What follows belongs to an exercise in optimizing a design on an open flow for small area, a short achievable clock period and few clock cycles; a production flow would make more cautious choices. The RTL was checked by simulation tests, not by an equivalence proof against the original design. No activity file was given, so power comes from the tool's default toggle rates.

the baseline:
==> flow/design.v <==
`timescale 1ns/1ps
module cpu_core (
    input  logic        clk,
    input  logic        rst,
    input  logic [15:0] instr_in,
    output logic [15:0] pc,
    output logic        dmem_req_valid,
    output logic        dmem_req_store,
    output logic [15:0] dmem_req_addr,
    output logic [15:0] dmem_req_wdata,
    input  logic        dmem_rsp_credit,
    input  logic [15:0] dmem_rsp_rdata
);
    logic [1:0]  cls;
    logic [2:0]  op, dst;
    logic [4:0]  low;
    logic [7:0]  s1, sb;       
    logic        ir_valid;
    logic        credit_q;
    logic        ld_pending;
    logic [2:0]  ld_dst;
    logic [15:0] regs [8];
    logic        clr;
    logic [2:0] f_rb;
    assign f_rb = (instr_in[15:14] == 2'b10) ? instr_in[10:8] : instr_in[4:2];
    logic [15:0] imm;
    assign imm = {{11{low[4]}}, low};
    logic is_alu, is_mem, is_jmp, is_ld;
    assign is_alu = ~cls[1];
    assign is_mem = cls[1] & ~cls[0] & (op[2:1] == 2'b00);
    assign is_ld  = is_mem & ~op[0];
    assign is_jmp = cls[1] & cls[0];
    logic use_s1, use_sb, use_dst;
    assign use_s1  = is_alu | is_mem | (is_jmp & ~op[2]);
    assign use_sb  = (cls == 2'b00) | is_mem | (is_jmp & ~op[2]);
    assign use_dst = is_alu | is_ld;
    logic [15:0] a, rbv;
    always_comb begin
        a   = '0;
        rbv = '0;
        for (int i = 0; i < 8; i++) begin
            a   = a   | (regs[i] & {16{s1[i]}});
            rbv = rbv | (regs[i] & {16{sb[i]}});
        end
    end
    logic [15:0] b;
    logic [2:0]  aop;
    logic        sub;
    logic [15:0] sum;
    logic [15:0] res;
    assign b   = cls == 2'b00 ? rbv : imm;
    assign aop = is_alu ? op : 3'd0;
    assign sub = (aop == 3'd1) | (aop == 3'd7);
    logic [15:0] bx, kp, kg;
    assign bx = b ^ {16{sub}};
    always_comb begin
        logic [15:0] p, g, pn, gn;
        p = a ^ bx;
        g = a & bx;
        g[0] = g[0] | (p[0] & sub);
        kp = p;
        for (int d = 1; d < 16; d = d * 2) begin
            gn = g;
            pn = p;
            for (int i = d; i < 16; i++) begin
                gn[i] = g[i] | (p[i] & g[i-d]);
                pn[i] = p[i] & p[i-d];
            end
            g = gn;
            p = pn;
        end
        kg = g;
    end
    assign sum = kp ^ {kg[14:0], sub};
    always_comb begin
        case (aop)
            3'd0, 3'd1: res = sum;
            3'd2: res = a & b;
            3'd3: res = a | b;
            3'd4: res = a ^ b;
            3'd5: res = a << b[3:0];
            3'd6: res = a >> b[3:0];
            default: res = {15'd0, (a[15] ^ b[15]) ? a[15] : sum[15]};
        endcase
    end
    logic cond, taken;
    always_comb begin
        case (op)
            3'd0: cond = 1'b1;
            3'd1: cond = (a == 16'd0);
            3'd2: cond = (a != 16'd0);
            3'd3: cond = a[15];
            default: cond = 1'b0;
        endcase
    end
    assign taken = ir_valid & is_jmp & cond;
    logic [7:0] ld_oh;
    always_comb begin
        ld_oh = '0;
        ld_oh[ld_dst] = 1'b1;
    end
    logic haz, avail, ld_wr, stall, issue, e_wr;
    assign haz   = ld_pending & ((use_s1 & |(s1 & ld_oh)) |
                                 (use_sb & |(sb & ld_oh)) |
                                 (use_dst & (dst == ld_dst)));
    assign avail = (credit_q & ~dmem_req_valid) | dmem_rsp_credit;
    assign ld_wr = ld_pending & dmem_rsp_credit;
    assign e_wr  = ir_valid & is_alu;
    assign stall = ir_valid & (haz | (is_mem & ~avail) | (is_alu & ld_wr));
    assign issue = ir_valid & is_mem & ~haz & avail;
    logic [7:0]  we;
    logic [2:0]  wa;
    logic [15:0] wd;
    logic        ld_sel, alu_sel;
    assign wa      = ld_wr ? ld_dst : dst;
    assign ld_sel  = ld_wr & ~clr;
    assign alu_sel = ~ld_wr & ~clr;
    assign wd      = ({16{ld_sel}} & dmem_rsp_rdata) | ({16{alu_sel}} & res);
    always_comb begin
        for (int i = 0; i < 8; i++)
            we[i] = clr | ((ld_wr | (e_wr & ~haz)) & (wa == 3'(i)));
    end
    always_ff @(posedge clk) begin
        for (int i = 0; i < 8; i++)
            if (we[i]) regs[i] <= wd;
    end
    always_ff @(posedge clk or posedge rst) begin
        if (rst) clr <= 1'b1;
        else     clr <= 1'b0;
    end
    always_ff @(posedge clk or posedge rst) begin
        if (rst) begin
            pc       <= '0;
            ir_valid <= 1'b0;
        end else if (!stall) begin
            pc       <= taken ? rbv : pc + 16'd1;
            ir_valid <= ~taken;
        end
    end
    always_ff @(posedge clk) begin
        if (!stall) begin
            cls <= instr_in[15:14];
            op  <= instr_in[13:11];
            dst <= instr_in[10:8];
            low <= instr_in[4:0];
            for (int i = 0; i < 8; i++) begin
                s1[i] <= (instr_in[7:5] == 3'(i));
                sb[i] <= (f_rb == 3'(i));
            end
        end
    end
    always_ff @(posedge clk or posedge rst) begin
        if (rst) begin
            dmem_req_valid <= 1'b0;
            credit_q       <= 1'b1;
            ld_pending     <= 1'b0;
        end else begin
            dmem_req_valid <= issue;
            credit_q       <= avail & ~issue;
            if (issue) ld_pending <= is_ld;
            else if (dmem_rsp_credit) ld_pending <= 1'b0;
        end
    end
    always_ff @(posedge clk) begin
        dmem_req_store <= op[0];
        dmem_req_addr  <= sum;
        dmem_req_wdata <= rbv;
        if (issue) ld_dst <= dst;
    end
endmodule
export LEC_CHECK = 0
export CAP_MARGIN = 20
export CORE_MARGIN = 2
export CORE_UTILIZATION = 50
export CTS_BUF_LIST = sky130_fd_sc_hd__clkbuf_16
export CTS_CLUSTER_DIAMETER = 120
export CTS_CLUSTER_SIZE = 25
export SLEW_MARGIN = 20
create_clock -name core_clock -period 10.0 [get_ports {clk}]
standard.sh (not shown) runs the stock make flow with config.mk's settings and CLKGATE_MAP_FILE= SYNTH_SCRIPT=/design/flow/synth_recipe.tcl, a recipe that flattens the netlist after the stock synthesis.
==> flow/flow/run.sh <==
#!/bin/bash
# Standard layout (the standard flow's synthesis, constraints and steps) with these
# changes to how it is made:
#  - port buffers are buf_1 cells instead of the default choice;
#  - up to clock-tree synthesis, timing repair aims for a setup margin of
#    M1 ns, so the resizer improves the critical paths below the 10 ns clock;
#    it repairs the worst path only (TNS_END_PERCENT 0), since only the
#    worst slack counts;
set -euo pipefail
M1=6.3
M2=5.9
BUF="BUFFER_PORTS_ARGS=-buffer_cell sky130_fd_sc_hd__buf_1"
bash standard.sh SETUP_SLACK_MARGIN=$M1 TNS_END_PERCENT=0 "$BUF" cts > flow_make_1.log 2>&1
bash standard.sh SETUP_SLACK_MARGIN=$M2 TNS_END_PERCENT=0 "$BUF" finish > flow_make_2.log 2>&1
Testbench counts of the baseline, summed over its fixed seeds: cycles 43,778.
Input changes introduced in the candidate (baseline for comparison: the baseline):
diff --git a/flow/design.v b/flow/design.v
--- a/flow/design.v
+++ b/flow/design.v
@@ -48,33 +48,13 @@
     logic        sub;
     logic [15:0] sum;
     logic [15:0] res;
     assign b   = cls == 2'b00 ? rbv : imm;
     assign aop = is_alu ? op : 3'd0;
     assign sub = (aop == 3'd1) | (aop == 3'd7);
-    logic [15:0] bx, kp, kg;
-    assign bx = b ^ {16{sub}};
-    always_comb begin
-        logic [15:0] p, g, pn, gn;
-        p = a ^ bx;
-        g = a & bx;
-        g[0] = g[0] | (p[0] & sub);
-        kp = p;
-        for (int d = 1; d < 16; d = d * 2) begin
-            gn = g;
-            pn = p;
-            for (int i = d; i < 16; i++) begin
-                gn[i] = g[i] | (p[i] & g[i-d]);
-                pn[i] = p[i] & p[i-d];
-            end
-            g = gn;
-            p = pn;
-        end
-        kg = g;
-    end
-    assign sum = kp ^ {kg[14:0], sub};
+    assign sum = a + (sub ? ~b : b) + {15'd0, sub};
     always_comb begin
         case (aop)
             3'd0, 3'd1: res = sum;
             3'd2: res = a & b;
             3'd3: res = a | b;
             3'd4: res = a ^ b;
Results
The baseline → the candidate: switching share of power lower, post-synthesis area per instance decreased by about 2.4% relative to the old numbers, setup slack went down by 0.25 ns, proportion of layout cells with a drive suffix above 1 went down 1.2 points.
In the reports for the candidate and the baseline, the larger pin count of the biggest net entering global routing belongs to the baseline.
[the candidate vs the baseline] fmax: lower in the candidate
Taking the baseline as the reference, in the candidate transition time of the tightest slew-check pin shows an increase of 0.27 ns; final standard cell count with taps included and fillers excluded rose 1.6%.
Share of power burned in the clock network ends up lower on the baseline.
| met3 wire length | the candidate vs the baseline | 3.5% higher |
Total core area across the candidate and the baseline: no real change.
The candidate against the baseline: first-pass GRT wire length grew by about 4.7%, area growth from synthesis to final layout rose by 1.5 points.
Testbench counts of the candidate, summed over its fixed seeds: cycles 43,778.

afterwards: timing with drivers on the ports:
The results above use ideal ports. As a check the final layouts listed here were re-extracted and re-timed, cells and wires unchanged. Step 1 sets driving cells, clkbuf_16 on the clock port and buf_2 on the other inputs (assumed; they add their load-dependent delay and slew). Step 2, shift: input delay + t, output delay - t, t = (earliest + latest rising clock arrival at the registers) / 2. This alone moves slack from input paths to output paths. Three values: ideal, step 1, step 2; two values: the first two.
run | t (ns) | slack for setup (ns) | worst data-port slew with drivers (ns)
the baseline | 0.532 | 6.027 / 6.027 / 5.854 | 0.04
the candidate | 0.550 | 5.774 / 5.774 / 5.526 | 0.04
After both steps every run listed still meets setup and hold. For the candidate, which loses most, drivers alone change the setup slack by 0.000 ns; drivers and shift together by -0.248 ns.
